Context: an optimization exercise on an open-source flow, tuned for small area and a short achievable clock period. The choices shown serve that exercise and are no tape-out recipe. The RTL was checked by simulation tests, not by an equivalence proof against the original design. Power is estimated from default activity; no workload was simulated.

**flow/design.v**
```verilog
`default_nettype none
package cpu_pkg;
    typedef logic signed [15:0] data_t;
    localparam logic [4:0] REG_CODE_0 = 5'b10001;
    localparam logic [4:0] REG_CODE_1 = 5'b10010;
    localparam logic [4:0] REG_CODE_2 = 5'b01000;
    localparam logic [4:0] REG_CODE_3 = 5'b10111;
    localparam logic [4:0] REG_CODE_4 = 5'b11111;
    localparam logic [4:0] REG_CODE_5 = 5'b10000;
    localparam logic [5:0] OPC_RTYPE = 6'b000000;
    localparam logic [5:0] OPC_ADDI  = 6'b001000;
    localparam logic [5:0] FN_ADD   = 6'b100000;
    localparam logic [5:0] FN_MULT  = 6'b011000;
    localparam logic [5:0] FN_SHL   = 6'b000000;
    localparam logic [5:0] FN_SHR   = 6'b000010;
    localparam logic [5:0] FN_RELU  = 6'b110001;
    localparam logic [5:0] FN_LEAKY = 6'b110010;
    typedef logic [2:0] op_t;
    localparam op_t OP_ADD   = 3'd0;
    localparam op_t OP_ADDI  = 3'd1;
    localparam op_t OP_SHL   = 3'd2;
    localparam op_t OP_SHR   = 3'd3;
    localparam op_t OP_MULT  = 3'd4;
    localparam op_t OP_LEAKY = 3'd5;
    localparam op_t OP_RELU  = 3'd6;
    localparam op_t OP_FAIL  = 3'd7;
endpackage
`default_nettype wire
`default_nettype none
module inst_decoder (
    input  wire logic [31:0]   instruction,
    output cpu_pkg::op_t       op,
    output logic [5:0]         a_sel,       
    output logic [5:0]         b_sel,       
    output logic               imm_b,       
    output logic [2:0]         wr
);
    function automatic logic [5:0] onehot(input logic [4:0] code);
        logic [5:0] oh;
        oh[0] = (code == cpu_pkg::REG_CODE_0);
        oh[1] = (code == cpu_pkg::REG_CODE_1);
        oh[2] = (code == cpu_pkg::REG_CODE_2);
        oh[3] = (code == cpu_pkg::REG_CODE_3);
        oh[4] = (code == cpu_pkg::REG_CODE_4);
        oh[5] = (code == cpu_pkg::REG_CODE_5);
        onehot = oh;
    endfunction
    function automatic logic [2:0] encode(input logic [5:0] oh);
        encode = {oh[4] | oh[5], oh[2] | oh[3], oh[1] | oh[3] | oh[5]};
    endfunction
    logic [5:0]    opcode, funct;
    logic [5:0]    rs_oh, rt_oh, rd_oh;
    logic          is_addi, is_r, fail;
    cpu_pkg::op_t  dec;
    assign opcode = instruction[31:26];
    assign funct  = instruction[5:0];
    assign rs_oh  = onehot(instruction[25:21]);
    assign rt_oh  = onehot(instruction[20:16]);
    assign rd_oh  = onehot(instruction[15:11]);
    assign is_addi = (opcode == cpu_pkg::OPC_ADDI);
    assign is_r    = (opcode == cpu_pkg::OPC_RTYPE);
    always_comb begin
        dec = cpu_pkg::OP_FAIL;
        if (is_addi) begin
            dec = cpu_pkg::OP_ADDI;
        end else if (is_r) begin
            case (funct)
                cpu_pkg::FN_ADD:   dec = cpu_pkg::OP_ADD;
                cpu_pkg::FN_MULT:  dec = cpu_pkg::OP_MULT;
                cpu_pkg::FN_SHL:   dec = cpu_pkg::OP_SHL;
                cpu_pkg::FN_SHR:   dec = cpu_pkg::OP_SHR;
                cpu_pkg::FN_RELU:  dec = cpu_pkg::OP_RELU;
                cpu_pkg::FN_LEAKY: dec = cpu_pkg::OP_LEAKY;
                default:           dec = cpu_pkg::OP_FAIL;
            endcase
        end
    end
    assign fail = (dec == cpu_pkg::OP_FAIL) || !(|rs_oh) || !(|rt_oh)
               || (!is_addi && !(|rd_oh));
    assign op = fail ? cpu_pkg::OP_FAIL : dec;
    assign imm_b = is_addi;
    assign a_sel = rs_oh;
    assign b_sel = imm_b ? 6'd0 : rt_oh;
    assign wr    = encode(is_addi ? rt_oh : rd_oh);
endmodule
`default_nettype wire
`default_nettype none
module radix4_multiplier (
    input  wire logic [15:0] a,
    input  wire logic [7:0]  one,
    input  wire logic [7:0]  two,
    input  wire logic [7:0]  neg,
    output logic [22:0] r0,     
    output logic [22:0] r1,     
    output logic [20:0] r2,     
    output logic        rx,     
    output logic        cin     
);
    logic [16:0] pp [8];
    logic [16:0] ax, a2;
    assign ax = {a[15], a};
    assign a2 = {a, 1'b0};
    for (genvar j = 0; j < 8; j++) begin : g_pp
        assign pp[j] = (({17{one[j]}} & ax) | ({17{two[j]}} & a2)) ^ {17{neg[j]}};
    end
    logic s1, c2, s3, c4, s5, c6, s7, c8, s9, c10, s11, c12, s13, c14, s15, c16, s17, c18, s19, c20, s21, c22, s23, c24, s25, c26, s27, c28, s29, c30, s31, c32, s33, c34, s35, c36, s37, c38, s39, c40, s41, c42, s43, c44, s45, c46, s47, c48, s49, c50, s51, c52, s53, c54, s55, c56, s57, c58, s59, c60, s61, c62, s63, c64, s65, c66, s67, c68, s69, c70, s71, c72, s73, c74, s75, c76, s77, c78, s79, c80, s81, c82, s83, c84, s85, c86, s87, c88, s89, c90, s91, c92, s93, c94, s95, c96, s97, c98, s99, c100, s101, c102, s103, c104, s105, c106, s107, c108, s109, c110, s111, c112, s113, c114, s115, c116, s117, c118, s119, c120, s121, c122, s123, c124, s125, c126, s127, c128, s129, c130, s131, c132, s133, c134, s135, c136, s137, c138, s139, c140, s141, c142, s143, c144, s145, c146, s147, c148, s149, c150, s151, c152, s153, c154, s155, c156, s157, c158, s159, c160, s161, c162, s163, c164, s165, c166, s167, c168, s169, c170, s171, c172, s173, c174, s175, c176, s177, c178, s179, c180, s181, c182, s183, c184, s185, c186;
    assign s1 = pp[0][10] ^ pp[1][8];
    assign c2 = pp[0][10] & pp[1][8];
    assign s3 = pp[0][11] ^ pp[1][9];
    assign c4 = pp[0][11] & pp[1][9];
    assign s5 = pp[0][12] ^ pp[1][10] ^ pp[2][8];
    assign c6 = (pp[0][12] & pp[1][10]) | (pp[0][12] & pp[2][8]) | (pp[1][10] & pp[2][8]);
    assign s7 = pp[3][6] ^ pp[4][4];
    assign c8 = pp[3][6] & pp[4][4];
    assign s9 = pp[0][13] ^ pp[1][11] ^ pp[2][9];
    assign c10 = (pp[0][13] & pp[1][11]) | (pp[0][13] & pp[2][9]) | (pp[1][11] & pp[2][9]);
    assign s11 = pp[3][7] ^ pp[4][5];
    assign c12 = pp[3][7] & pp[4][5];
    assign s13 = pp[0][14] ^ pp[1][12] ^ pp[2][10];
    assign c14 = (pp[0][14] & pp[1][12]) | (pp[0][14] & pp[2][10]) | (pp[1][12] & pp[2][10]);
    assign s15 = pp[3][8] ^ pp[4][6] ^ pp[5][4];
    assign c16 = (pp[3][8] & pp[4][6]) | (pp[3][8] & pp[5][4]) | (pp[4][6] & pp[5][4]);
    assign s17 = pp[6][2] ^ pp[7][0];
    assign c18 = pp[6][2] & pp[7][0];
    assign s19 = pp[0][15] ^ pp[1][13] ^ pp[2][11];
    assign c20 = (pp[0][15] & pp[1][13]) | (pp[0][15] & pp[2][11]) | (pp[1][13] & pp[2][11]);
    assign s21 = pp[3][9] ^ pp[4][7] ^ pp[5][5];
    assign c22 = (pp[3][9] & pp[4][7]) | (pp[3][9] & pp[5][5]) | (pp[4][7] & pp[5][5]);
    assign s23 = pp[6][3] ^ pp[7][1];
    assign c24 = pp[6][3] & pp[7][1];
    assign s25 = pp[0][16] ^ pp[1][14] ^ pp[2][12];
    assign c26 = (pp[0][16] & pp[1][14]) | (pp[0][16] & pp[2][12]) | (pp[1][14] & pp[2][12]);
    assign s27 = pp[3][10] ^ pp[4][8] ^ pp[5][6];
    assign c28 = (pp[3][10] & pp[4][8]) | (pp[3][10] & pp[5][6]) | (pp[4][8] & pp[5][6]);
    assign s29 = pp[6][4] ^ pp[7][2];
    assign c30 = pp[6][4] & pp[7][2];
    assign s31 = pp[0][16] ^ pp[1][15] ^ pp[2][13];
    assign c32 = (pp[0][16] & pp[1][15]) | (pp[0][16] & pp[2][13]) | (pp[1][15] & pp[2][13]);
    assign s33 = pp[3][11] ^ pp[4][9] ^ pp[5][7];
    assign c34 = (pp[3][11] & pp[4][9]) | (pp[3][11] & pp[5][7]) | (pp[4][9] & pp[5][7]);
    assign s35 = pp[6][5] ^ pp[7][3];
    assign c36 = pp[6][5] & pp[7][3];
    assign s37 = ~pp[0][16] ^ ~pp[1][16] ^ pp[2][14];
    assign c38 = (~pp[0][16] & ~pp[1][16]) | (~pp[0][16] & pp[2][14]) | (~pp[1][16] & pp[2][14]);
    assign s39 = pp[3][12] ^ pp[4][10] ^ pp[5][8];
    assign c40 = (pp[3][12] & pp[4][10]) | (pp[3][12] & pp[5][8]) | (pp[4][10] & pp[5][8]);
    assign s41 = pp[6][6] ^ pp[7][4];
    assign c42 = pp[6][6] & pp[7][4];
    assign s43 = pp[2][15] ^ pp[3][13] ^ pp[4][11];
    assign c44 = (pp[2][15] & pp[3][13]) | (pp[2][15] & pp[4][11]) | (pp[3][13] & pp[4][11]);
    assign s45 = pp[5][9] ^ pp[6][7] ^ pp[7][5];
    assign c46 = (pp[5][9] & pp[6][7]) | (pp[5][9] & pp[7][5]) | (pp[6][7] & pp[7][5]);
    assign s47 = ~pp[2][16] ^ pp[3][14] ^ pp[4][12];
    assign c48 = (~pp[2][16] & pp[3][14]) | (~pp[2][16] & pp[4][12]) | (pp[3][14] & pp[4][12]);
    assign s49 = pp[3][15] ^ pp[4][13];
    assign c50 = pp[3][15] & pp[4][13];
    assign s51 = pp[0][6] ^ pp[1][4];
    assign c52 = pp[0][6] & pp[1][4];
    assign s53 = pp[0][7] ^ pp[1][5];
    assign c54 = pp[0][7] & pp[1][5];
    assign s55 = pp[0][8] ^ pp[1][6] ^ pp[2][4];
    assign c56 = (pp[0][8] & pp[1][6]) | (pp[0][8] & pp[2][4]) | (pp[1][6] & pp[2][4]);
    assign s57 = pp[3][2] ^ pp[4][0];
    assign c58 = pp[3][2] & pp[4][0];
    assign s59 = pp[0][9] ^ pp[1][7] ^ pp[2][5];
    assign c60 = (pp[0][9] & pp[1][7]) | (pp[0][9] & pp[2][5]) | (pp[1][7] & pp[2][5]);
    assign s61 = pp[3][3] ^ pp[4][1];
    assign c62 = pp[3][3] & pp[4][1];
    assign s63 = pp[2][6] ^ pp[3][4] ^ pp[4][2];
    assign c64 = (pp[2][6] & pp[3][4]) | (pp[2][6] & pp[4][2]) | (pp[3][4] & pp[4][2]);
    assign s65 = pp[5][0] ^ neg[5] ^ s1;
    assign c66 = (pp[5][0] & neg[5]) | (pp[5][0] & s1) | (neg[5] & s1);
    assign s67 = pp[2][7] ^ pp[3][5] ^ pp[4][3];
    assign c68 = (pp[2][7] & pp[3][5]) | (pp[2][7] & pp[4][3]) | (pp[3][5] & pp[4][3]);
    assign s69 = pp[5][1] ^ c2 ^ s3;
    assign c70 = (pp[5][1] & c2) | (pp[5][1] & s3) | (c2 & s3);
    assign s71 = pp[5][2] ^ pp[6][0] ^ neg[6];
    assign c72 = (pp[5][2] & pp[6][0]) | (pp[5][2] & neg[6]) | (pp[6][0] & neg[6]);
    assign s73 = c4 ^ s5 ^ s7;
    assign c74 = (c4 & s5) | (c4 & s7) | (s5 & s7);
    assign s75 = pp[5][3] ^ pp[6][1] ^ c6;
    assign c76 = (pp[5][3] & pp[6][1]) | (pp[5][3] & c6) | (pp[6][1] & c6);
    assign s77 = c8 ^ s9 ^ s11;
    assign c78 = (c8 & s9) | (c8 & s11) | (s9 & s11);
    assign s79 = neg[7] ^ c10 ^ c12;
    assign c80 = (neg[7] & c10) | (neg[7] & c12) | (c10 & c12);
    assign s81 = s13 ^ s15 ^ s17;
    assign c82 = (s13 & s15) | (s13 & s17) | (s15 & s17);
    assign s83 = c14 ^ c16 ^ c18;
    assign c84 = (c14 & c16) | (c14 & c18) | (c16 & c18);
    assign s85 = s19 ^ s21 ^ s23;
    assign c86 = (s19 & s21) | (s19 & s23) | (s21 & s23);
    assign s87 = c20 ^ c22 ^ c24;
    assign c88 = (c20 & c22) | (c20 & c24) | (c22 & c24);
    assign s89 = s25 ^ s27 ^ s29;
    assign c90 = (s25 & s27) | (s25 & s29) | (s27 & s29);
    assign s91 = c26 ^ c28 ^ c30;
    assign c92 = (c26 & c28) | (c26 & c30) | (c28 & c30);
    assign s93 = s31 ^ s33 ^ s35;
    assign c94 = (s31 & s33) | (s31 & s35) | (s33 & s35);
    assign s95 = c32 ^ c34 ^ c36;
    assign c96 = (c32 & c34) | (c32 & c36) | (c34 & c36);
    assign s97 = s37 ^ s39 ^ s41;
    assign c98 = (s37 & s39) | (s37 & s41) | (s39 & s41);
    assign s99 = 1'b1 ^ c38 ^ c40;
    assign c100 = (1'b1 & c38) | (1'b1 & c40) | (c38 & c40);
    assign s101 = c42 ^ s43 ^ s45;
    assign c102 = (c42 & s43) | (c42 & s45) | (s43 & s45);
    assign s103 = pp[5][10] ^ pp[6][8] ^ pp[7][6];
    assign c104 = (pp[5][10] & pp[6][8]) | (pp[5][10] & pp[7][6]) | (pp[6][8] & pp[7][6]);
    assign s105 = c44 ^ c46 ^ s47;
    assign c106 = (c44 & c46) | (c44 & s47) | (c46 & s47);
    assign s107 = pp[5][11] ^ pp[6][9] ^ pp[7][7];
    assign c108 = (pp[5][11] & pp[6][9]) | (pp[5][11] & pp[7][7]) | (pp[6][9] & pp[7][7]);
    assign s109 = 1'b1 ^ c48 ^ s49;
    assign c110 = (1'b1 & c48) | (1'b1 & s49) | (c48 & s49);
    assign s111 = ~pp[3][16] ^ pp[4][14] ^ pp[5][12];
    assign c112 = (~pp[3][16] & pp[4][14]) | (~pp[3][16] & pp[5][12]) | (pp[4][14] & pp[5][12]);
    assign s113 = pp[6][10] ^ pp[7][8] ^ c50;
    assign c114 = (pp[6][10] & pp[7][8]) | (pp[6][10] & c50) | (pp[7][8] & c50);
    assign s115 = pp[4][15] ^ pp[5][13] ^ pp[6][11];
    assign c116 = (pp[4][15] & pp[5][13]) | (pp[4][15] & pp[6][11]) | (pp[5][13] & pp[6][11]);
    assign s117 = pp[7][9] ^ 1'b1;
    assign c118 = pp[7][9] & 1'b1;
    assign s119 = ~pp[4][16] ^ pp[5][14] ^ pp[6][12];
    assign c120 = (~pp[4][16] & pp[5][14]) | (~pp[4][16] & pp[6][12]) | (pp[5][14] & pp[6][12]);
    assign s121 = pp[5][15] ^ pp[6][13];
    assign c122 = pp[5][15] & pp[6][13];
    assign s123 = pp[0][4] ^ pp[1][2];
    assign c124 = pp[0][4] & pp[1][2];
    assign s125 = pp[0][5] ^ pp[1][3];
    assign c126 = pp[0][5] & pp[1][3];
    assign s127 = pp[2][2] ^ pp[3][0] ^ neg[3];
    assign c128 = (pp[2][2] & pp[3][0]) | (pp[2][2] & neg[3]) | (pp[3][0] & neg[3]);
    assign s129 = pp[2][3] ^ pp[3][1] ^ c52;
    assign c130 = (pp[2][3] & pp[3][1]) | (pp[2][3] & c52) | (pp[3][1] & c52);
    assign s131 = neg[4] ^ c54 ^ s55;
    assign c132 = (neg[4] & c54) | (neg[4] & s55) | (c54 & s55);
    assign s133 = c56 ^ c58 ^ s59;
    assign c134 = (c56 & c58) | (c56 & s59) | (c58 & s59);
    assign s135 = c60 ^ c62 ^ s63;
    assign c136 = (c60 & c62) | (c60 & s63) | (c62 & s63);
    assign s137 = c64 ^ c66 ^ s67;
    assign c138 = (c64 & c66) | (c64 & s67) | (c66 & s67);
    assign s139 = c68 ^ c70 ^ s71;
    assign c140 = (c68 & c70) | (c68 & s71) | (c70 & s71);
    assign s141 = c72 ^ c74 ^ s75;
    assign c142 = (c72 & c74) | (c72 & s75) | (c74 & s75);
    assign s143 = c76 ^ c78 ^ s79;
    assign c144 = (c76 & c78) | (c76 & s79) | (c78 & s79);
    assign s145 = c80 ^ c82 ^ s83;
    assign c146 = (c80 & c82) | (c80 & s83) | (c82 & s83);
    assign s147 = c84 ^ c86 ^ s87;
    assign c148 = (c84 & c86) | (c84 & s87) | (c86 & s87);
    assign s149 = c88 ^ c90 ^ s91;
    assign c150 = (c88 & c90) | (c88 & s91) | (c90 & s91);
    assign s151 = c92 ^ c94 ^ s95;
    assign c152 = (c92 & c94) | (c92 & s95) | (c94 & s95);
    assign s153 = c96 ^ c98 ^ s99;
    assign c154 = (c96 & c98) | (c96 & s99) | (c98 & s99);
    assign s155 = c100 ^ c102 ^ s103;
    assign c156 = (c100 & c102) | (c100 & s103) | (c102 & s103);
    assign s157 = c104 ^ c106 ^ s107;
    assign c158 = (c104 & c106) | (c104 & s107) | (c106 & s107);
    assign s159 = c108 ^ c110 ^ s111;
    assign c160 = (c108 & c110) | (c108 & s111) | (c110 & s111);
    assign s161 = c112 ^ c114 ^ s115;
    assign c162 = (c112 & c114) | (c112 & s115) | (c114 & s115);
    assign s163 = pp[7][10] ^ c116 ^ c118;
    assign c164 = (pp[7][10] & c116) | (pp[7][10] & c118) | (c116 & c118);
    assign s165 = pp[7][11] ^ 1'b1 ^ c120;
    assign c166 = (pp[7][11] & 1'b1) | (pp[7][11] & c120) | (1'b1 & c120);
    assign s167 = ~pp[5][16] ^ pp[6][14] ^ pp[7][12];
    assign c168 = (~pp[5][16] & pp[6][14]) | (~pp[5][16] & pp[7][12]) | (pp[6][14] & pp[7][12]);
    assign s169 = pp[6][15] ^ pp[7][13];
    assign c170 = pp[6][15] & pp[7][13];
    assign s171 = pp[0][2] ^ pp[1][0];
    assign c172 = pp[0][2] & pp[1][0];
    assign s173 = pp[0][3] ^ pp[1][1];
    assign c174 = pp[0][3] & pp[1][1];
    assign s175 = pp[2][0] ^ neg[2] ^ s123;
    assign c176 = (pp[2][0] & neg[2]) | (pp[2][0] & s123) | (neg[2] & s123);
    assign s177 = pp[2][1] ^ c124 ^ s125;
    assign c178 = (pp[2][1] & c124) | (pp[2][1] & s125) | (c124 & s125);
    assign s179 = s51 ^ c126 ^ s127;
    assign c180 = (s51 & c126) | (s51 & s127) | (c126 & s127);
    assign s181 = s53 ^ c128 ^ s129;
    assign c182 = (s53 & c128) | (s53 & s129) | (c128 & s129);
    assign s183 = s57 ^ c130 ^ s131;
    assign c184 = (s57 & c130) | (s57 & s131) | (c130 & s131);
    assign s185 = s61 ^ c132 ^ s133;
    assign c186 = (s61 & c132) | (s61 & s133) | (c132 & s133);
    logic [7:0] lo_x, lo_y;
    logic [8:0] lo_sum;
    assign lo_x[0] = pp[0][0];
    assign lo_y[0] = neg[0];
    assign lo_x[1] = pp[0][1];
    assign lo_y[1] = 1'b0;
    assign lo_x[2] = neg[1];
    assign lo_y[2] = s171;
    assign lo_x[3] = c172;
    assign lo_y[3] = s173;
    assign lo_x[4] = c174;
    assign lo_y[4] = s175;
    assign lo_x[5] = c176;
    assign lo_y[5] = s177;
    assign lo_x[6] = c178;
    assign lo_y[6] = s179;
    assign lo_x[7] = c180;
    assign lo_y[7] = s181;
    assign lo_sum = {1'b0, lo_x} + {1'b0, lo_y};
    assign cin = lo_sum[8];
    assign r0[0] = c182;
    assign r1[0] = s183;
    assign r0[1] = c184;
    assign r1[1] = s185;
    assign r0[2] = s65;
    assign r1[2] = c134;
    assign r2[0] = s135;
    assign r0[3] = s69;
    assign r1[3] = c136;
    assign r2[1] = s137;
    assign r0[4] = s73;
    assign r1[4] = c138;
    assign r2[2] = s139;
    assign r0[5] = s77;
    assign r1[5] = c140;
    assign r2[3] = s141;
    assign r0[6] = s81;
    assign r1[6] = c142;
    assign r2[4] = s143;
    assign r0[7] = s85;
    assign r1[7] = c144;
    assign r2[5] = s145;
    assign r0[8] = s89;
    assign r1[8] = c146;
    assign r2[6] = s147;
    assign r0[9] = s93;
    assign r1[9] = c148;
    assign r2[7] = s149;
    assign r0[10] = s97;
    assign r1[10] = c150;
    assign r2[8] = s151;
    assign r0[11] = s101;
    assign r1[11] = c152;
    assign r2[9] = s153;
    assign r0[12] = s105;
    assign r1[12] = c154;
    assign r2[10] = s155;
    assign r0[13] = s109;
    assign r1[13] = c156;
    assign r2[11] = s157;
    assign r0[14] = s113;
    assign r1[14] = c158;
    assign r2[12] = s159;
    assign r0[15] = s117;
    assign r1[15] = c160;
    assign r2[13] = s161;
    assign r0[16] = s119;
    assign r1[16] = c162;
    assign r2[14] = s163;
    assign r0[17] = s121;
    assign r1[17] = c164;
    assign r2[15] = s165;
    assign r0[18] = c122;
    assign r1[18] = c166;
    assign r2[16] = s167;
    assign r0[19] = 1'b1;
    assign r1[19] = c168;
    assign r2[17] = s169;
    assign r0[20] = ~pp[6][16];
    assign r1[20] = pp[7][14];
    assign r2[18] = c170;
    assign r0[21] = pp[7][15];
    assign r1[21] = 1'b1;
    assign r2[19] = 1'b0;
    assign r0[22] = ~pp[7][16];
    assign r1[22] = 1'b0;
    assign r2[20] = 1'b0;
    assign rx = c186;
endmodule
module mul_sum (
    input  wire logic [22:0] r0,
    input  wire logic [22:0] r1,
    input  wire logic [20:0] r2,
    input  wire logic        rx,
    input  wire logic        cin,
    output logic [15:0] p
);
    logic [22:0] x, y;
    logic [22:0] sum;
    logic [20:0] fs, fc;
    assign fs = r0[22:2] ^ r1[22:2] ^ r2;
    assign fc = (r0[22:2] & r1[22:2]) | (r0[22:2] & r2) | (r1[22:2] & r2);
    assign x = {fs, r0[1:0]};
    assign y = {fc[19:0], rx, r1[1:0]};
    assign sum = x + y + 23'(cin);
    assign p = sum[22:7];
endmodule
`default_nettype wire
`default_nettype none
module execute_stage (
    input  wire logic          clk,
    input  wire logic          rst_n,
    input  wire logic          in_valid,
    input  wire cpu_pkg::op_t  op_0,
    input  wire logic [15:0]   imm_0,
    input  wire logic [2:0]    wr_0,
    input  wire logic [15:0]   a_0,
    input  wire logic [15:0]   b_0,
    output logic               done,
    output logic [5:0]         we,
    output logic [15:0]        wd
);
    localparam int K  = 8;     
    localparam int K3 = 10;    
    localparam int W  = 31 - K;
    logic        is_shr, big;
    logic [3:0]  m;
    logic [7:0]  one_0, two_0, neg_0;
    assign is_shr = (op_0 == cpu_pkg::OP_SHR);
    assign big    = imm_0[10];
    assign m      = ~imm_0[9:6] & {4{~big}};
    for (genvar j = 0; j < 8; j++) begin : g_enc
        logic b0, b1, b2;
        if (j == 0) begin : g_first
            assign b0 = 1'b0;
        end else begin : g_rest
            assign b0 = b_0[2*j-1];
        end
        assign b1 = b_0[2*j];
        assign b2 = b_0[2*j+1];
        assign one_0[j] = is_shr ? (m == 4'(2*j))   : (b1 ^ b0);
        assign two_0[j] = is_shr ? (m == 4'(2*j+1)) : ((b2 & ~b1 & ~b0) | (~b2 & b1 & b0));
        assign neg_0[j] = ~is_shr & b2;
    end
    logic          valid_1;
    cpu_pkg::op_t  op_1;
    logic [2:0]    wr_1;
    logic [15:0]   a_1;
    logic [7:0]    one_1, two_1, neg_1;
    always_ff @(posedge clk or negedge rst_n) begin
        if (!rst_n) begin
            valid_1 <= 1'b0;
        end else begin
            valid_1 <= in_valid;
        end
    end
    always_ff @(posedge clk) begin
        op_1  <= op_0;
        wr_1  <= wr_0;
        case (op_0)
            cpu_pkg::OP_SHR: a_1 <= b_0;
            cpu_pkg::OP_SHL: a_1 <= imm_0;
            default:         a_1 <= a_0;
        endcase
        one_1 <= one_0;
        two_1 <= two_0;
        neg_1 <= neg_0;
    end
    logic [15:0] b_1;
    for (genvar j = 0; j < 8; j++) begin : g_dec
        assign b_1[2*j+1] = neg_1[j];
        if (j == 0) begin : g_first
            assign b_1[0] = one_1[0];
        end else begin : g_rest
            assign b_1[2*j] = one_1[j] ^ neg_1[j-1];
        end
    end
    logic [W-1:0]     m0, m1;
    logic [30-K3:0]   m2;
    logic             mx, mc;
    radix4_multiplier i_mult (
        .a   (a_1),
        .one (one_1),
        .two (two_1),
        .neg (neg_1),
        .r0  (m0),
        .r1  (m1),
        .r2  (m2),
        .rx  (mx),
        .cin (mc)
    );
    logic        neg_b, use_mul;
    logic [4:0]  shamt;
    logic [15:0] other, addend;
    assign neg_b   = b_1[15];
    assign shamt   = a_1[10:6];
    assign use_mul = (op_1 == cpu_pkg::OP_MULT) | (op_1 == cpu_pkg::OP_SHR)
                   | ((op_1 == cpu_pkg::OP_LEAKY) & neg_b);
    always_comb begin
        case (op_1)
            cpu_pkg::OP_ADD,
            cpu_pkg::OP_ADDI:  other = a_1;
            cpu_pkg::OP_SHL:   other = b_1 << shamt;
            default:           other = neg_b ? 16'd0 : b_1;    
        endcase
    end
    assign addend = (op_1 == cpu_pkg::OP_ADD || op_1 == cpu_pkg::OP_ADDI) ? b_1 : 16'd0;
    logic          valid_2, wv_2;    
    logic [2:0]    wr_2;
    logic [W-1:0]  r0_2, r1_2;
    logic [30-K3:0] r2_2;
    logic          rx_2, cin_2;
    always_ff @(posedge clk or negedge rst_n) begin
        if (!rst_n) begin
            valid_2 <= 1'b0;
            wv_2    <= 1'b0;
        end else begin
            valid_2 <= valid_1;
            wv_2    <= valid_1 & (op_1 != cpu_pkg::OP_FAIL);
        end
    end
    always_ff @(posedge clk) begin
        wr_2  <= wr_1;
        r0_2  <= use_mul ? m0 : {other, {(15-K){1'b0}}};
        r1_2  <= use_mul ? m1 : {addend, {(15-K){1'b0}}};
        r2_2  <= {(31-K3){use_mul}} & m2;
        rx_2  <= use_mul & mx;
        cin_2 <= use_mul & mc;
    end
    logic [15:0] sum_2;
    mul_sum i_sum (
        .r0  (r0_2),
        .r1  (r1_2),
        .r2  (r2_2),
        .rx  (rx_2),
        .cin (cin_2),
        .p   (sum_2)
    );
    logic          valid_3, wv_3;
    logic [2:0]    wr_3;
    logic [15:0]   wd_3;
    always_ff @(posedge clk or negedge rst_n) begin
        if (!rst_n) begin
            valid_3 <= 1'b0;
            wv_3    <= 1'b0;
        end else begin
            valid_3 <= valid_2;
            wv_3    <= wv_2;
        end
    end
    always_ff @(posedge clk) begin
        wr_3 <= wr_2;
        wd_3 <= sum_2;
    end
    assign done = valid_3;
    for (genvar g = 0; g < 6; g++) begin : g_we
        assign we[g] = wv_3 & (wr_3 == 3'(g));
    end
    assign wd   = wd_3;
endmodule
`default_nettype wire
`default_nettype none
module reg_file (
    input  wire logic          clk,
    input  wire logic          rst_n,
    input  wire logic          done,       
    input  wire logic [5:0]    we,         
    input  wire logic [15:0]   wd,
    input  wire logic [5:0]    a_sel,
    input  wire logic [5:0]    b_sel,
    input  wire logic          imm_b,      
    input  wire logic [15:0]   imm,
    output logic [15:0]        a,          
    output logic [15:0]        b,
    output logic               out_valid,
    output logic               instruction_fail,
    output logic [15:0]        out_0,
    output logic [15:0]        out_1,
    output logic [15:0]        out_2,
    output logic [15:0]        out_3,
    output logic [15:0]        out_4,
    output logic [15:0]        out_5
);
    logic [15:0] regs_n [6];   
    logic [5:0]  written;      
    logic [5:0]  hide;         
    for (genvar g = 0; g < 6; g++) begin : g_reg
        always_ff @(posedge clk) begin
            if (we[g]) begin
                regs_n[g] <= ~wd;
            end
        end
    end
    always_ff @(posedge clk or negedge rst_n) begin
        if (!rst_n) begin
            written          <= '0;
            hide             <= '1;
            out_valid        <= 1'b0;
            instruction_fail <= 1'b0;
        end else begin
            written          <= written | we;
            hide             <= ~({6{done}} & (written | we));
            out_valid        <= done;
            instruction_fail <= done & ~(|we);
        end
    end
    logic [5:0] a_reg, b_reg;
    logic       a_wd, b_wd;
    assign a_reg = a_sel & written & ~we;
    assign b_reg = b_sel & written & ~we;
    assign a_wd  = |(a_sel & we);
    assign b_wd  = |(b_sel & we);
    always_comb begin
        a = {16{a_wd}} & wd;
        b = ({16{imm_b}} & imm) | ({16{b_wd}} & wd);
        for (int g = 0; g < 6; g++) begin
            a = a | ({16{a_reg[g]}} & ~regs_n[g]);
            b = b | ({16{b_reg[g]}} & ~regs_n[g]);
        end
    end
    assign out_0 = ~({16{hide[0]}} | regs_n[0]);
    assign out_1 = ~({16{hide[1]}} | regs_n[1]);
    assign out_2 = ~({16{hide[2]}} | regs_n[2]);
    assign out_3 = ~({16{hide[3]}} | regs_n[3]);
    assign out_4 = ~({16{hide[4]}} | regs_n[4]);
    assign out_5 = ~({16{hide[5]}} | regs_n[5]);
endmodule
`default_nettype wire
`default_nettype none
module cpu_top #(
    parameter int FRAC_BITS = 15
) (
    input  wire logic         clk,
    input  wire logic         rst_n,
    input  wire logic         in_valid,
    input  wire logic [31:0]  instruction,
    output logic              out_valid,
    output logic              instruction_fail,
    output cpu_pkg::data_t    out_0,
    output cpu_pkg::data_t    out_1,
    output cpu_pkg::data_t    out_2,
    output cpu_pkg::data_t    out_3,
    output cpu_pkg::data_t    out_4,
    output cpu_pkg::data_t    out_5
);
    cpu_pkg::op_t  op;
    logic [5:0]    a_sel, b_sel;
    logic          imm_b;
    logic [2:0]    wr;
    logic [15:0]   a, b;
    logic          done;
    logic [5:0]    we;
    logic [15:0]   wd;
    inst_decoder i_decoder (
        .instruction (instruction),
        .op          (op),
        .a_sel       (a_sel),
        .b_sel       (b_sel),
        .imm_b       (imm_b),
        .wr          (wr)
    );
    reg_file i_regs (
        .clk              (clk),
        .rst_n            (rst_n),
        .done             (done),
        .we               (we),
        .wd               (wd),
        .a_sel            (a_sel),
        .b_sel            (b_sel),
        .imm_b            (imm_b),
        .imm              (instruction[15:0]),
        .a                (a),
        .b                (b),
        .out_valid        (out_valid),
        .instruction_fail (instruction_fail),
        .out_0            (out_0),
        .out_1            (out_1),
        .out_2            (out_2),
        .out_3            (out_3),
        .out_4            (out_4),
        .out_5            (out_5)
    );
    execute_stage i_execute (
        .clk      (clk),
        .rst_n    (rst_n),
        .in_valid (in_valid),
        .op_0     (op),
        .imm_0    (instruction[15:0]),
        .wr_0     (wr),
        .a_0      (a),
        .b_0      (b),
        .done     (done),
        .we       (we),
        .wd       (wd)
    );
endmodule
`default_nettype wire
```
**flow/flow/run.sh**
```bash
#!/bin/bash
# The standard layout, with plain buffers (not delay cells) on the ports.
set -euo pipefail
bash standard.sh BUFFER_PORTS_ARGS="-buffer_cell sky130_fd_sc_hd__buf_1" finish > standard_flow.log 2>&1
```
**flow/standard.sh**
```bash
#!/bin/bash
# synth_recipe.tcl (not shown) runs the flow's synth.tcl, then flattens the netlist and writes it again
# the make line also repeats each setting of config.mk as NAME=value (left out here)
make -C /OpenROAD-flow-scripts/flow DESIGN_CONFIG=/design/flow/config.mk WORK_HOME=/design/flow/orfs CLKGATE_MAP_FILE= SYNTH_SCRIPT=/design/flow/synth_recipe.tcl "${@:-finish}"
```
**flow/config.mk**
```make
export PLATFORM = sky130hd
export DESIGN_NAME = cpu_top
export DESIGN_NICKNAME = cpu_top
export VERILOG_FILES = /design/flow/design.v
export SDC_FILE = /design/flow/constraint.sdc
export NUM_CORES = 4
export LEC_CHECK = 0
export CAP_MARGIN = 20
export CORE_MARGIN = 2
export CORE_UTILIZATION = 70
export CTS_CLUSTER_DIAMETER = 70
export CTS_CLUSTER_SIZE = 20
export PLACE_DENSITY = 0.8
export SETUP_SLACK_MARGIN = 1.95
export SLEW_MARGIN = 20
```
**flow/constraint.sdc**
```tcl
create_clock -name core_clock -period 5.0 [get_ports {clk}]
set_input_delay 1.0000 -clock core_clock [delete_from_list [all_inputs] [get_ports {clk}]]
set_output_delay 1.0000 -clock core_clock [all_outputs]
set_load 0.01 [all_outputs]
```
==> notes.md, run 1 <==
* Clock network power share at 0.416
* Total power at roughly 3800 µW
* # DRC at 0
* Total track usage at 0.418
* GR Layer Usage met3 at 0.0886
* Clock Path Buffers at 3
* Worst hold path class: flip-flop to flip-flop
* Fin crit period at a little over 3 ns
* Period utilization at 0.618
* Largest net degree at the start of global routing at 45
* Max cap viols at 0
* Worst path arrival time at about 3.5 ns
* Fillers at between 1,500 and 2,000
* Crit path max fanout at 5
* First-pass GRT wire length at 78,700 µm
* Synth Cell Area at 16,200 µm²
* CP Capture Type: flip-flop
* Initial antenna violation count at 1
* Layout cells sized above 1 at 0.103
* Boundary Pins at ~130
* Leakage at 0.00620 µW
* Final wirelength at about 52,000 µm
* Finished Cell Area at 17,800 µm²
* Flops & latches, synth at 250
* Worst-Skew Late Latency at 0.51 ns
* Fin Hold WS at ~0.33 ns
* M1 GR Usage at 0.544
* M2 GR Usage at 0.667
* Via density at between 7 and 8
* Post-route ant nets at 0
* Sum of negative setup slack at 0 ns
* Non-Filler Instances at around 2,000
* Internal Power at around 3000 µW
* CP startpoint kind: input pin
* Chip height at roughly 160 µm
* Outcome: no timing/DRC/antenna violations
* Final Skew at between 0.015 and 0.02 ns
* Area leader, netlist: edfxtp_1
* Slew HR at 0.352
* Total die area at 24,400 µm²
* Vias in the first global route at ~14,000
* Cts bufs inserted at 18
* CTS Hold Bufs at 0
* Num rows at 55
* Clock slew at reported path FFs at ~0.080 ns
* Die W at ~160 µm
* Initial Utilization at 0.713
* H-tree depth at 1
* Post-DR wirelength/cell at approximately 26 µm
* Root Buffer: clkbuf_16
* Yosys top cell area share at 0.178
* Total net switching power at ~840 µW
* Primary FF master, synth: dfxtp_1
* Multi-input gate area at about 9400 µm²
* Worst-margin pin slew at around 0.97 ns
* Post-synthesis cell type count at 74
* EDFF count, synth at 96
* Top cells by count, synth: nor2_1, dfxtp_1, a22oi_1
* Worst vdd ir at approximately 250 µV
* Initial DRC count at about 2,100
* Part of the power in registers at 0.556
* Core ar. at 22,700 µm²
* Maximum clock frequency at between 0.3 and 0.4 GHz
* Final-report hold violation count at 0
* Crit path required time at between 5 and 6 ns
* Sequential area share after synthesis at 0.375
* Register area at 6110 µm²
* Layer with the highest usage: met2
* GP Congestion at roughly 1.0
* Remaining Overflow, GRT at 0
* Fin nets at roughly 1,900
* Post-DP HPWL at about 35,000 µm
* YS warnings at 6
* Clk sinks at between 200 and 300
* Gate power share at 0.028
* Critical path type: input pin to flip-flop
* Via Count at around 15,000
* TritonCTS clock tree: done
* Final setup fails at 0
* Largest cells by area after synthesis: edfxtp_1, dfxtp_1, fa_1
* Post-Synthesis Cells at roughly 1,700
* Async SR Flop Fraction at 0.0760
* Mapped Nets at around 1,800
* Placed Area at between 15,000 and 20,000 µm²
* Synth Area per Inst at 9.68 µm²
* # diodes at 0
* Dpl cells at slightly below 2,000
* RSZ-0062 raised after global routing: true
* Power Dens Cells at between 200 and 250 nW/µm²
* Net Sw Frac at 0.219
* Cell with the most instances after synthesis: nor2_1
* DRT Pass-1 Iters at 6
* Layout Area Growth over Synthesis at 9.99%
* Port bufs at approximately 130
* Slew Viols, Final at 0
-- state kept, by name, summed over array words and instances (netlist names), 6 cells and up --
signal and count:
i_execute.r0_2 23, i_execute.one_1 8, i_execute.neg_1 8, i_execute.wd_3 16, i_regs.hide 6, i_regs.written 6, i_regs.regs_n 96, i_execute.r1_2 23
i_execute.r2_2 19, i_execute.two_1 8, i_execute.a_1 16
-- power by group through the flow --
stage	registers, µW	logic (µW)	clock network [µW]
after floorplan	2160	60.6	0
after global placement	2170	95.6	0
after detailed placement	2170	98.0	0
after CTS	2130	99.7	1590
after global routing	2130	116	1660
final	2130	107	1590
-- metrics by stage --
stage	setup slack, ns	util
after floorplan	1.72	-
after global placement	1.14	0.740
after detailed placement	0.996	0.740
after CTS	1.90	0.773
after global routing	1.87	0.785
final	1.91	0.785
-- worst max-delay path, cell delays in order --
cell and delay (ns):
buf_8 0.09, or2_1 0.23, or4b_4 0.58, a22oi_2 0.28, o31ai_4 0.15, a2111o_2 0.47
and2_4 0.21, or4b_1 0.46, nand3_1 0.08
-- final cells by class --
cell class,instances,area share
multi-input combinational,1194,0.530
sequential,250,0.343
timing repair buffer,187,0.0539
clock buffer,25,0.0297
tap,285,0.0200
inverter,86,0.0183
clock inverter,6,0.00527
-- worst paths after layout --
kind                                            to  cells after the start  slack (ns)              start
min in group asynchronous         i_regs.out_valid                      1        0.43              rst_n
worst max register to register   i_execute.r2_2[9]                      8        2.02  i_execute.a_1[15]
max in group asynchronous           i_regs.hide[5]                      1        4.20              rst_n
worst max-delay path            i_execute.two_1[1]                      9        1.91    instruction[16]
worst min-delay path             i_execute.wr_2[2]                      0        0.33  i_execute.wr_1[2]
worst min register to register   i_execute.wr_2[2]                      0        0.33  i_execute.wr_1[2]
-- per-layer routing --
metal | vias to the layer above | part of all wire
li1 | 6120 | -
met3 | 327 | 0.13
met5 | - | 0.00023
met2 | 1255 | 0.45
met1 | 6918 | 0.36
met4 | 2 | 0.056
-- cell families (layout without fill, tap and decap cells) --
| kind of cell | after synthesis | count (layout) | synth area share |
|---|---|---|---|
| flip-flops | 250 | 250 | 0.375 |
| buffers and inverters | 230 | 304 | 0.0537 |
| adder cells (fa/ha/maj) | 136 | 136 | 0.144 |
| AO/OA/AOI/OAI | 446 | 446 | 0.193 |
| AND/OR/NAND/NOR | 410 | 410 | 0.122 |
| multiplexers | 38 | 38 | 0.0245 |
| XOR/XNOR | 164 | 164 | 0.0886 |
-- cells in the final DEF (no fill, tap or decap), types with 12 or more instances in the layout --
master     netlist  layout
nor3b_1         15      12
dfxtp_1        135     106
nor2_1         175     173
xor2_1          54      54
o22ai_1         88      88
dfxtp_2          0      28
inv_1           84      83
dfrtp_1         13      13
a21oi_1         42      40
a22oi_1        125     125
nand3_1         33      33
o21ai_0         60      56
xnor2_1        110     109
fa_1            84      84
buf_4            0      52
ha_1            52      51
o221ai_1        23      23
nand2_1         74      73
mux2i_1         25      25
and2_1          29      28
clkbuf_16        0      21
a21o_1          12      12
edfxtp_1        96      96
buf_1           18     129
nor3_1          16      15
mux2_2          13      12
-- timing repair --
action	CTS	global route
pin swaps	5	13
setup buffers	6	13
cloned	0	1
gates resized for setup	33	54
setup endpoints to repair	68	52
==> run 2, diff against run 1 <==
--- a/flow/config.mk
+++ b/flow/config.mk
@@ -8,8 +8,6 @@
 export CAP_MARGIN = 20
 export CORE_MARGIN = 2
-export CORE_UTILIZATION = 70
-export CTS_CLUSTER_DIAMETER = 70
-export CTS_CLUSTER_SIZE = 20
-export PLACE_DENSITY = 0.8
+export CORE_UTILIZATION = 65
+export PLACE_DENSITY = 0.72
 export SETUP_SLACK_MARGIN = 1.95
 export SLEW_MARGIN = 20
==> run 2 against run 1 <==
  * Sequential power is essentially flat
  * Count of clock-buffer cells in the layout up 3
  * Critical path depth unchanged
  * Area after synthesis did not move
  * Design area rose by 1.3%
  * Critical endpoint unchanged
  * Total power grew 9.8%
  * Still clean
  * Combinational power barely moved
  * First-iteration DRC count up 1.8%
==> notes.md, run 2 <==
* Highest routed layer: met4
* Total die area at 26,200 µm² (+7.5%)
* Post-DR wirelength/cell at 24.6 µm (-3.8%)
* Remaining Overflow, GRT at 0 (unchanged)
* First-pass GRT wire length at 78,200 µm (-0.72%)
* H-tree depth at 1 (unchanged)
* Sum of negative setup slack at 0 ns (unchanged)
* Worst path arrival time at 3.55 ns (about the same)
* Final Skew at 0.0151 ns (-0.000392 ns)
* Layout Area Growth over Synthesis at 11.4%
* Crit path max fanout at 25 (+20)
* Core ar. at 24,400 µm² (+7.4%)
* Register area at 6110 µm² (about the same)
* Via Count at 14,300 (-2.0%)
* DR WL met2 at 23,800 µm (+0.66%)
* Port bufs at 132 (unchanged)
* Synth Cell Area at 16,200 µm² (unchanged)
* Primary FF master, synth: dfxtp_1
* Outcome: no timing/DRC/antenna violations
* Critical Path Source: instruction[26]
* RSZ-0062 raised after global routing: true
* Commonest cells after routing, fill and taps aside: nor2_1, buf_1, a22oi_1
* Post-synthesis cell type count at 74 (unchanged)
* Fin nets at 1,911 (+0.16%)
* Worst vdd ir at 352 µV (+38%)
* Dpl cells at 2,020 (+1.9%)
* Num rows at 57 (+3.6%)
* Max cap viols at 0 (unchanged)
* CP Capture Point: i_execute.two_1[1]
* Power Dens Cells at 233 nW/µm² (+8.4%)
* Initial DRC count at 2,093 (+1.8%)
* Mapped Nets at 1,845 (unchanged)
* Routed met1 length at 19,100 µm (+2.0%)
* Worst r2r path cells at 6 (-2)
* Final-report hold violation count at 0 (unchanged)
* Initial antenna violation count at 0 (-1)
* Layout cells sized above 1 at 0.107 (+0.00435)
* Vias in the first global route at 13,900 (-2.9%)
* Non-Filler Instances at 2,085 (+2.6%)
* Initial Utilization at 0.664 (-0.0492)
* Multi-input gate area at 9460 µm² (about the same)
* Crit path required time at 5.48 ns (+0.03 ns)
* Worst-Skew Late Latency at 0.54 ns (+0.03 ns)
* Die W at 162 µm (+3.7%)
* GP Congestion at 1.04 (+3.6%)
* TritonCTS clock tree: done
* Chip height at 162 µm (+3.7%)
* CTS Hold Bufs at 0 (unchanged)
* Total power at 4200 µW (+9.8%)
* Largest cells by area after synthesis: edfxtp_1, dfxtp_1, fa_1
* Clock slew at reported path FFs at 0.06 ns (-0.02 ns)
* Commonest non-fill, non-tap cell in the layout: nor2_1
* Leakage at 0.00628 µW (+1.2%)
* DRT Pass-1 Iters at 6 (unchanged)
* Worst-margin pin slew at 1.00 ns (+0.0305 ns)
* Area leader, netlist: edfxtp_1
* # diodes at 0 (unchanged)
* Slew HR at 0.332 (-0.0204)
* # DRC at 0 (unchanged)
* Slew Viols, Final at 0 (unchanged)
* Post-Synthesis Cells at 1,674 (unchanged)
* Metal3 WL at 6100 µm (-9.4%)
* Clock Path Buffers at 3 (unchanged)
* Clk sinks at 250 (unchanged)
* Fin util at 0.740 (-0.0446)
* R2r setup slk at 2.04 ns (+0.02 ns)
* EDFF count, synth at 96 (unchanged)
* Cell with the most instances after synthesis: nor2_1
* CP startpoint kind: input pin
* Final setup fails at 0 (unchanged)
* Via density at 6.88 (-4.4%)
* Largest net degree at the start of global routing at 45 (unchanged)
* Top cells by count, synth: nor2_1, dfxtp_1, a22oi_1
* Max reg flops at 96 (unchanged)
* Top Registers: i_regs.regs_n x96, i_execute.r0_2 x23, i_execute.r1_2 x23
* Async SR Flop Fraction at 0.0760 (unchanged)
* CP Capture Type: flip-flop
* Reg-to-reg critical path endpoint: i_execute.r2_2[10]
* Flops & latches, synth at 250 (unchanged)
* Largest Register: i_regs.regs_n
* RR Startpoint: i_execute.two_1[6]
* Cts bufs inserted at 27 (+9)
* Critical path type: input pin to flip-flop
* Final wirelength at 51,300 µm (-1.4%)
* Fin crit period at 3.07 ns (-0.0236 ns)
* Sequential area share after synthesis at 0.375 (unchanged)
* Post-route ant nets at 0 (unchanged)
* Fillers at 1,780 (+17%)
* Yosys top cell area share at 0.178 (unchanged)
* Period utilization at 0.613 (-0.00472)
* Worst hold path class: flip-flop to flip-flop
* YS warnings at 6 (unchanged)
* Root Buffer: clkbuf_16
* Total track usage at 0.383 (-0.0352)
* Boundary Pins at 133 (unchanged)
* Synth Area per Inst at 9.68 µm² (unchanged)
* Post-DP HPWL at 35,200 µm (+0.28%)
* Maximum clock frequency at 0.326 GHz (+0.77%)
==> run 2: changes by cell type in the layout (fill, tap and decap cells not counted), moves of 3 or more <==
cell        before  now
buf_4           52   45
buf_8            3    0
clkbuf_1         4    0
clkbuf_16       21   27
clkinv_1         1    4
clkinv_2         0    6
clkinvlp_4       1    4
==> run 2: kinds of logic (layout without fill, tap and decap cells) <==
| kind of cell | after synthesis | in the layout | share of synthesized area |
|---|---|---|---|
| XOR/XNOR | 164 | 164 | 0.0886 |
| AO/OA/AOI/OAI | 446 | 446 | 0.193 |
| AND/OR/NAND/NOR | 410 | 410 | 0.122 |
| multiplexers | 38 | 38 | 0.0245 |
| buffers and inverters | 230 | 317 | 0.0537 |
| adder cells (fa/ha/maj) | 136 | 136 | 0.144 |
| flip-flops | 250 | 250 | 0.375 |
==> run 2: cell type report <==
class,instances,share of cell area
multi-input cells,1194,0.524
flip-flops and latches,250,0.338
repair buffers,181,0.0493
clock buffers,28,0.0378
well taps,324,0.0225
inverters,86,0.0181
clock inverters,22,0.0103
==> run 2: metal layers <==
metal / global-route usage / up-vias
met3: 0.0863 / 246
met1: 0.509 / 6867
met5: 0 / -
met4: 0.170 / 0
met2: 0.606 / 1083
li1: - / 6140
==> run 2: repair_timing <==
item,in CTS,in global routing
endpoints found under the setup margin,53,64
pin swaps,3,10
gates resized for setup,26,46
setup buffers,5,10
==> run 2: power breakdown <==
group	internal (µW)	leakage [µW]	switching [µW]
Sequential	2110	0.00194	16.7
Combinational	37.3	0.00392	70.8
Clock	1110	0.000420	859
==> run 2: worst min-delay path by stage <==
stage                       from                end  slack (ns)  depth (start not counted)
2_1_floorplan  i_execute.wr_1[0]  i_execute.wr_2[0]        0.31                          0
3_3_place_gp   i_execute.wr_2[0]  i_execute.wr_3[0]        0.31                          0
3_5_place_dp   i_execute.wr_1[1]  i_execute.wr_2[1]        0.31                          0
4_1_cts        i_execute.wr_1[1]  i_execute.wr_2[1]        0.33                          0
5_1_grt        i_execute.wr_2[1]  i_execute.wr_3[1]        0.33                          0
6_report       i_execute.wr_2[0]  i_execute.wr_3[0]        0.32                          0
==> run 2: stage by stage <==
stage / hold slack (ns) / cell area, µm² / setup WS, ns
floorplan: 0.310 / 16300 / 1.72
global placement: 0.310 / 16800 / 1.32
detailed placement: 0.313 / 16800 / 1.26
CTS: 0.326 / 17800 / 1.90
global route: 0.333 / 18100 / 1.86
finish: 0.321 / 18100 / 1.93
==> run 2: worst max-delay path: stages <==
cell and delay (ns):
buf_1 0.16, nor3_2 0.09, and3_1 0.20, buf_4 0.23, or4b_4 0.72, o221ai_1 0.29, a2111o_1 0.28, or4b_1 0.47
nand3_1 0.10
==> run 3, diff against run 2 <==
--- a/flow/config.mk
+++ b/flow/config.mk
@@ -9,5 +9,7 @@
 export CORE_MARGIN = 2
 export CORE_UTILIZATION = 65
+export CTS_CLUSTER_DIAMETER = 70
+export CTS_CLUSTER_SIZE = 20
 export PLACE_DENSITY = 0.72
-export SETUP_SLACK_MARGIN = 1.95
+export SETUP_SLACK_MARGIN = 1.8
 export SLEW_MARGIN = 20
==> run 3 against run 2 <==
  * Still clean on timing, DRC and antenna
  * Fmax down 4.6%
  * Count of clock-buffer cells in the layout down 6
  * Sequential cell count unchanged
  * Sequential power about the same
  * Total power down 9.7%
  * Synthesized cell count unchanged
  * Hold slack better by 0.0096 ns
  * Area after synthesis unchanged
  * Wire length down 0.71%
  * Setup slack worse by 0.15 ns
  * Via count down 1.6%
  * Non-clock buffer count down 9
  * Critical path type unchanged
  * Largest cell class unchanged
==> notes.md, run 3 <==
* # DRC at 0 (unchanged)
* Synth Cell Area at 16,200 µm² (unchanged)
* CP bufs+invs at 1 (-1)
* Root Buffer: clkbuf_16
* Via density at 6.85 (-0.40%)
* CTS Hold Bufs at 0 (unchanged)
* Max reg flops at 96 (unchanged)
* Chip height at 162 µm (unchanged)
* H-tree depth at 1 (unchanged)
* Max cap viols at 0 (unchanged)
* Fin nets at 1,894 (-0.89%)
* Largest net degree at the start of global routing at 45 (unchanged)
* Synth Area per Inst at 9.68 µm² (unchanged)
* Worst-Skew Late Latency at 0.52 ns (-0.02 ns)
* Internal Power at 2930 µW (-10%)
* Slowest CP cell: or4b_4
* Clk sinks at 250 (unchanged)
* Sequential area share after synthesis at 0.375 (unchanged)
* Slew Viols, Final at 0 (unchanged)
* Commonest cells after routing, fill and taps aside: nor2_1, buf_1, a22oi_1
* Final setup fails at 0 (unchanged)
* Clock Path Buffers at 3 (unchanged)
* Worst vdd ir at 288 µV (-18%)
* Gate power share at 0.028 (+0.002)
* Reg-to-reg critical path endpoint: i_execute.a_1[6]
* Worst-margin pin slew at 1.06 ns (+0.0557 ns)
* Largest cells by area after synthesis: edfxtp_1, dfxtp_1, fa_1
* Flops & latches, synth at 250 (unchanged)
* Slack of the critical path at 1.78 ns (-0.148 ns)
* Total track usage at 0.383 (about the same)
* Commonest non-fill, non-tap cell in the layout: nor2_1
* Layout cells sized above 1 at 0.0778 (-0.0295)
* Final wirelength at 51,000 µm (-0.71%)
* EDFF count, synth at 96 (unchanged)
* Initial DRC count at 1,888 (-9.8%)
* HP Start: i_execute.wr_1[0]
* Post-Synthesis Cells at 1,674 (unchanged)
* Core ar. at 24,400 µm² (unchanged)
* CP Capture Type: flip-flop
* Crit path required time at 5.46 ns (-0.02 ns)
* Die W at 162 µm (unchanged)
* Remaining Overflow, GRT at 0 (unchanged)
* Top Registers: i_regs.regs_n x96, i_execute.r0_2 x23, i_execute.r1_2 x23
* Period utilization at 0.643 (+0.0297)
* RSZ-0062 raised after global routing: true
* Outcome: no timing/DRC/antenna violations
* Post-DP HPWL at 35,500 µm (+0.87%)
* Async SR Flop Fraction at 0.0760 (unchanged)
* Slowest Stage Delay on Critical Path at 0.53 ns (-0.19 ns)
* Power Dens Cells at 216 nW/µm² (-7.3%)
* Largest Register: i_regs.regs_n
* Crit path cell chain: buf_1 > or2_0 > or4b_4 > a22oi_2 > o31ai_2 > a2111o_2 > and2_1 > or4b_1 > nand3_1
* CP startpoint kind: input pin
* Layout Area Growth over Synthesis at 8.49%
* # diodes at 0 (unchanged)
* Initial Utilization at 0.664 (unchanged)
* Leakage at 0.00611 µW (-2.7%)
* Port bufs at 132 (unchanged)
* Vias in the first global route at 13,600 (-2.2%)
* Worst hold path class: flip-flop to flip-flop
* Primary FF master, synth: dfxtp_1
* Critical path type: input pin to flip-flop
* Crit path max fanout at 13 (-48%)
* Pre-CTS setup slack at 1.22 ns (-0.0405 ns)
* Yosys top cell area share at 0.178 (unchanged)
* Fin crit period at 3.22 ns (+0.148 ns)
* RR Startpoint: i_execute.wr_3[2]
* Post-DR wirelength/cell at 24.8 µm (+0.54%)
* Top cells by count, synth: nor2_1, dfxtp_1, a22oi_1
* Total net switching power at 865 µW (-8.5%)
* Finished Cell Area at 17,600 µm² (-2.6%)
* TritonCTS clock tree: done
* Cts bufs inserted at 19 (-30%)
* DRT Pass-1 Iters at 8 (+2)
* Final Skew at 0.0182 ns (+0.00317 ns)
* Mapped Nets at 1,845 (unchanged)
* R2r setup slk at 1.81 ns (-0.23 ns)
* Critical path's top delay family: simple AND/OR/NAND/NOR gates
* Maximum clock frequency at 0.311 GHz (-4.6%)
* Post-route ant nets at 0 (unchanged)
* Net Sw Frac at 0.228 (+0.00288)
* Boundary Pins at 133 (unchanged)
* Part of the power in registers at 0.560 (+0.053)
* Slew HR at 0.292 (-0.0402)
* Via Count at 14,100 (-1.6%)
* Hold Path Sink: i_execute.wr_2[0]
* Num rows at 57 (unchanged)
* Fin util at 0.721 (-0.0195)
* GP Congestion at 0.961 (-7.5%)
* Sum of negative setup slack at 0 ns (unchanged)
* YS warnings at 6 (unchanged)
* First-pass GRT wire length at 77,200 µm (-1.3%)
* Worst r2r path cells at 5 (-1)
* Post-synthesis cell type count at 74 (unchanged)
* Placed Area at 16,900 µm² (about the same)
* Total die area at 26,200 µm² (unchanged)
* Cell with the most instances after synthesis: nor2_1
* Worst path arrival time at 3.67 ns (+0.12 ns)
* Hold Crit Depth at 0 (unchanged)
* Clock slew at reported path FFs at 0.08 ns (+0.02 ns)
* Final-report hold violation count at 0 (unchanged)
* Area leader, netlist: edfxtp_1
* Clock network power share at 0.412 (-0.056)
* Initial antenna violation count at 0 (unchanged)
[run 3: cell counts after synthesis]
Identical to the previous run, type by type.
[run 3: worst max-delay path by stage]
stage	startpoint	end	slack [ns]	cells after the start
after global placement	instruction[16]	i_execute.two_1[1]	1.30	9
final	instruction[16]	i_execute.two_1[1]	1.78	9
after global routing	instruction[16]	i_execute.two_1[1]	1.69	9
after floorplan	instruction[18]	i_execute.two_1[1]	1.72	9
after detailed placement	instruction[16]	i_execute.two_1[1]	1.22	9
after CTS	i_execute.a_1[6]	i_execute.r2_2[8]	1.81	9
[run 3: cell families after synthesis]
group,after synthesis,share of synthesized area
AO/OA/AOI/OAI,446,0.193
XOR/XNOR,164,0.0886
adder cells (fa/ha/maj),136,0.144
buffers and inverters,230,0.0537
flip-flops,250,0.375
multiplexers,38,0.0245
AND/OR/NAND/NOR,410,0.122
[run 3: cell type report]
class                      count  area [µm²]
multi-input combinational   1194        9350
inverter                      86         323
clock inverter                11         120
timing repair buffer         172         810
sequential                   250        6090
clock buffer                  22         487
fill                        1899        6810
tap                          324         405
[run 3: layer usage]
metal,vias to the layer above,share of wire,wire length (µm),global-route usage
li1,6109,-,-,-
met1,6704,0.38,19300,0.508
met2,1045,0.46,23500,0.615
met3,242,0.11,5670,0.0753
met4,0,0.048,2450,0.167
met5,-,0,0,0
[run 3: metrics by stage]
step	hold slack, ns	std cells	total power [µW]
global placement	0.311	2022	2270
CTS	0.331	2055	3810
floorplan	0.310	1674	2220
finish	0.331	2059	3790
detailed placement	0.312	2022	2270
global route	0.343	2059	3900
[run 3: power groups by stage]
stage	clock (µW)	combinational (µW)	sequential, µW
after floorplan	0	60.5	2160
after global placement	0	99.2	2170
after detailed placement	0	101	2170
after CTS	1580	102	2130
after global routing	1660	114	2130
final	1560	105	2130
[run 3: what timing repair did]
item	in CTS	in global routing
setup buffers	0	4
setup endpoints to repair	2	57
pin swaps	0	2
endpoints found under the hold margin	0	0
cloned	0	0
resized for setup	5	31
==> run 4, diff against run 3 <==
--- a/flow/config.mk
+++ b/flow/config.mk
@@ -12,4 +12,4 @@
 export CTS_CLUSTER_SIZE = 20
 export PLACE_DENSITY = 0.72
-export SETUP_SLACK_MARGIN = 1.8
+export SETUP_SLACK_MARGIN = 2.1
 export SLEW_MARGIN = 20
==> run 4 against run 3 <==
  * Count of clock-buffer cells in the layout increased by 1
  * Sequential cell count did not move
  * Hold slack about the same
  * Combinational power up 9%
  * Core utilization increased by 2.6 points
  * Total power grew 0.26%
  * Clock power hardly changed
  * Still clean on timing, DRC and antenna
==> notes.md, run 4 <==
* Leakage at 0.00632 µW (+3.6%)
* Placed Area at 16,800 µm² (-0.11%)
* Port bufs at 132 (unchanged)
* Clock slew at reported path FFs at 0.08 ns (about the same)
* Final Skew at 0.0185 ns (+0.000273 ns)
* Pre-CTS setup slack at 1.20 ns (-0.0126 ns)
* Total net switching power at 840 µW (-3.0%)
* Slew Viols, Final at 0 (unchanged)
* Total power at 3800 µW (+0.26%)
* # DRC at 0 (unchanged)
* CP startpoint kind: input pin
* Slack of the critical path at 1.98 ns (+0.199 ns)
* Non-Filler Instances at 2,089 (+1.5%)
* Internal Power at 2960 µW (+1.2%)
* Chip height at 162 µm (unchanged)
* Dpl cells at 2,019 (-0.15%)
* Fillers at 1,827 (-3.8%)
* Post-DP HPWL at 36,000 µm (+1.6%)
* Post-DR wirelength/cell at 25.6 µm (+3.5%)
* Largest Register: i_regs.regs_n
* YS warnings at 6 (unchanged)
* # diodes at 0 (unchanged)
* Final wirelength at 53,500 µm (+5.0%)
* Power Dens Cells at 209 nW/µm² (-3.2%)
* Layout Area Growth over Synthesis at 12.4%
* Max reg flops at 96 (unchanged)
* Total die area at 26,200 µm² (unchanged)
* Synth Area per Inst at 9.68 µm² (unchanged)
* Maximum clock frequency at 0.332 GHz (+6.6%)
* Cts bufs inserted at 18 (-1)
* Top cells by count, synth: nor2_1, dfxtp_1, a22oi_1
* TritonCTS clock tree: done
* Core ar. at 24,400 µm² (unchanged)
* Die W at 162 µm (unchanged)
* Root Buffer: clkbuf_16
* Max cap viols at 0 (unchanged)
* Boundary Pins at 133 (unchanged)
* Clock network power share at 0.411 (about the same)
* Post-synthesis cell type count at 74 (unchanged)
* Synth Cell Area at 16,200 µm² (unchanged)
* Fin crit period at 3.02 ns (-0.199 ns)
* GP Congestion at 0.958 (-0.30%)
* Fin nets at 1,924 (+1.6%)
* Async SR Flop Fraction at 0.0760 (unchanged)
* H-tree depth at 1 (unchanged)
* Initial antenna violation count at 0 (unchanged)
* Register area at 6120 µm² (+0.53%)
* Worst path arrival time at 3.47 ns (-0.20 ns)
* Commonest non-fill, non-tap cell in the layout: nor2_1
* Outcome: no timing/DRC/antenna violations
* Final-report hold violation count at 0 (unchanged)
* Via Count at 14,500 (+3.0%)
* Vias in the first global route at 14,300 (+5.4%)
* Part of the power in registers at 0.559 (about the same)
* Largest cells by area after synthesis: edfxtp_1, dfxtp_1, fa_1
* CP Capture Type: flip-flop
* Primary FF master, synth: dfxtp_1
* RSZ-0062 raised after global routing: true
* Num rows at 57 (unchanged)
* Layout cells sized above 1 at 0.129 (+0.0508)
* Finished Cell Area at 18,200 µm² (+3.6%)
* Worst vdd ir at 317 µV (+10%)
* Crit path required time at 5.45 ns (about the same)
* Initial Utilization at 0.664 (unchanged)
* Worst-Skew Late Latency at 0.51 ns (about the same)
* Flops & latches, synth at 250 (unchanged)
* First-pass GRT wire length at 79,400 µm (+2.9%)
* Initial DRC count at 2,036 (+7.8%)
* Clock Path Buffers at 3 (unchanged)
* Sequential area share after synthesis at 0.375 (unchanged)
* Post-Synthesis Cells at 1,674 (unchanged)
* DRT Pass-1 Iters at 8 (unchanged)
* Critical path type: input pin to flip-flop
* Mapped Nets at 1,845 (unchanged)
* Total track usage at 0.391 (+0.00804)
* Top Registers: i_regs.regs_n x96, i_execute.r0_2 x23, i_execute.r1_2 x23
* Net Sw Frac at 0.221 (-0.00736)
* Worst hold path class: flip-flop to flip-flop
* Crit path max fanout at 16 (+3)
* Worst-margin pin slew at 0.880 ns (-0.177 ns)
* Final setup fails at 0 (unchanged)
* Sum of negative setup slack at 0 ns (unchanged)
* Period utilization at 0.603 (-0.0399)
* Remaining Overflow, GRT at 0 (unchanged)
* Multi-input gate area at 9640 µm² (+3.1%)
* Commonest cells after routing, fill and taps aside: nor2_1, buf_1, a22oi_1
* Clk sinks at 250 (unchanged)
* Cell with the most instances after synthesis: nor2_1
* Yosys top cell area share at 0.178 (unchanged)
* Post-route ant nets at 0 (unchanged)
* Slew HR at 0.412 (+0.120)
* Gate power share at 0.030 (+0.002)
* EDFF count, synth at 96 (unchanged)
* Via density at 6.95 (+1.5%)
* Area leader, netlist: edfxtp_1
* Largest net degree at the start of global routing at 35 (-22%)
## run 4: cell counts after synthesis
Identical to the previous run, type by type.
## run 4: worst paths after layout
check / from / to / slack (ns) / cells after the start
min in group asynchronous: rst_n / i_execute.valid_1 / 0.44 / 1
hold / removal: i_execute.wr_1[2] / i_execute.wr_2[2] / 0.33 / 0
hold reg to reg: i_execute.wr_1[2] / i_execute.wr_2[2] / 0.33 / 0
setup / recovery: instruction[20] / i_execute.two_1[1] / 1.98 / 9
setup reg to reg: i_execute.wr_3[1] / i_execute.a_1[11] / 2.05 / 8
max in group asynchronous: rst_n / i_regs.hide[3] / 4.21 / 1
## run 4: metal layers
| metal | global-route usage | vias to the layer above | wire length (µm) |
|---|---|---|---|
| li1 | - | 6165 | - |
| met1 | 0.511 | 7072 | 19800 |
| met2 | 0.624 | 1058 | 24800 |
| met3 | 0.0827 | 231 | 6440 |
| met4 | 0.189 | 0 | 2440 |
| met5 | 0 | - | 0 |
## run 4: through the flow
| step | util | hold WS (ns) |
|---|---|---|
| after floorplan | - | 0.310 |
| after global placement | 0.690 | 0.311 |
| after CTS | 0.727 | 0.331 |
| after global routing | 0.747 | 0.337 |
| after detailed placement | 0.690 | 0.313 |
| final | 0.747 | 0.331 |
## run 4: cells by family (layout without fill, tap and decap cells)
group                    count (synthesis)  after routing  synth area share
adder cells (fa/ha/maj)                136            136             0.144
buffers and inverters                  230            319            0.0537
flip-flops                             250            250             0.375
AO/OA/AOI/OAI                          446            446             0.193
AND/OR/NAND/NOR                        410            412             0.122
multiplexers                            38             38            0.0245
XOR/XNOR                               164            164            0.0886
## run 4: power by group through the flow
| stage | sequential, µW | clock [µW] | combinational (µW) |
|---|---|---|---|
| after floorplan | 2160 | 0 | 60.7 |
| after global placement | 2170 | 0 | 97.8 |
| after detailed placement | 2170 | 0 | 99.5 |
| after CTS | 2130 | 1570 | 105 |
| after global routing | 2130 | 1650 | 123 |
| final | 2130 | 1560 | 114 |
## run 4: area by class of cell
type / count / area share
inverters: 86 / 0.0179
multi-input cells: 1196 / 0.529
well taps: 324 / 0.0223
repair buffers: 201 / 0.0616
clock inverters: 9 / 0.00625
flip-flops and latches: 250 / 0.336
clock buffers: 23 / 0.0269
## run 4: what timing repair did
action	CTS	global route
cloned	0	3
hold buffers	0	0
setup endpoints to repair	73	54
pin swaps	8	25
resized for setup	69	70
setup buffers	13	22
## run 4: critical path, stage by stage
cell and delay [ns]:
buf_1 0.22, or4b_2 0.68, nor2_2 0.17, nand4_1 0.14, buf_4 0.25, o221ai_1 0.25
a2111o_1 0.21, or4b_4 0.49, nand3_2 0.07

what the ideal ports hide:
In the flow no input, the clock included, has a driving cell. The finished layouts below were timed again as built, in two steps. Step 1 (the two cells are an assumption about what drives the block):
set clk [get_ports {clk}]
set_driving_cell -lib_cell sky130_fd_sc_hd__clkbuf_16 $clk
set_driving_cell -lib_cell sky130_fd_sc_hd__buf_2 [delete_from_list [all_inputs] $clk]
Step 2, shift: input delay + t, output delay - t, t = (earliest + latest rising clock arrival at the registers) / 2. This alone moves slack from input paths to output paths. Slacks: no drivers / after step 1 / after step 2; pairs: no drivers / after step 1.
run	t, ns	setup slack, ns	hold WS [ns]
run 1	0.555	1.910 / 1.920 / 1.365	0.328 / 0.328 / 0.328
run 2	0.589	1.933 / 1.964 / 1.375	0.321 / 0.321 / 0.321
run 3	0.570	1.785 / 1.806 / 1.245	0.331 / 0.331 / 0.331
run 4	0.558	1.984 / 2.010 / 1.452	0.331 / 0.331 / 0.331
After both steps setup and hold are still met in every run listed. The setup slack of run 2, which loses most, moves by +0.031 ns with the drivers and by -0.558 ns with both steps.
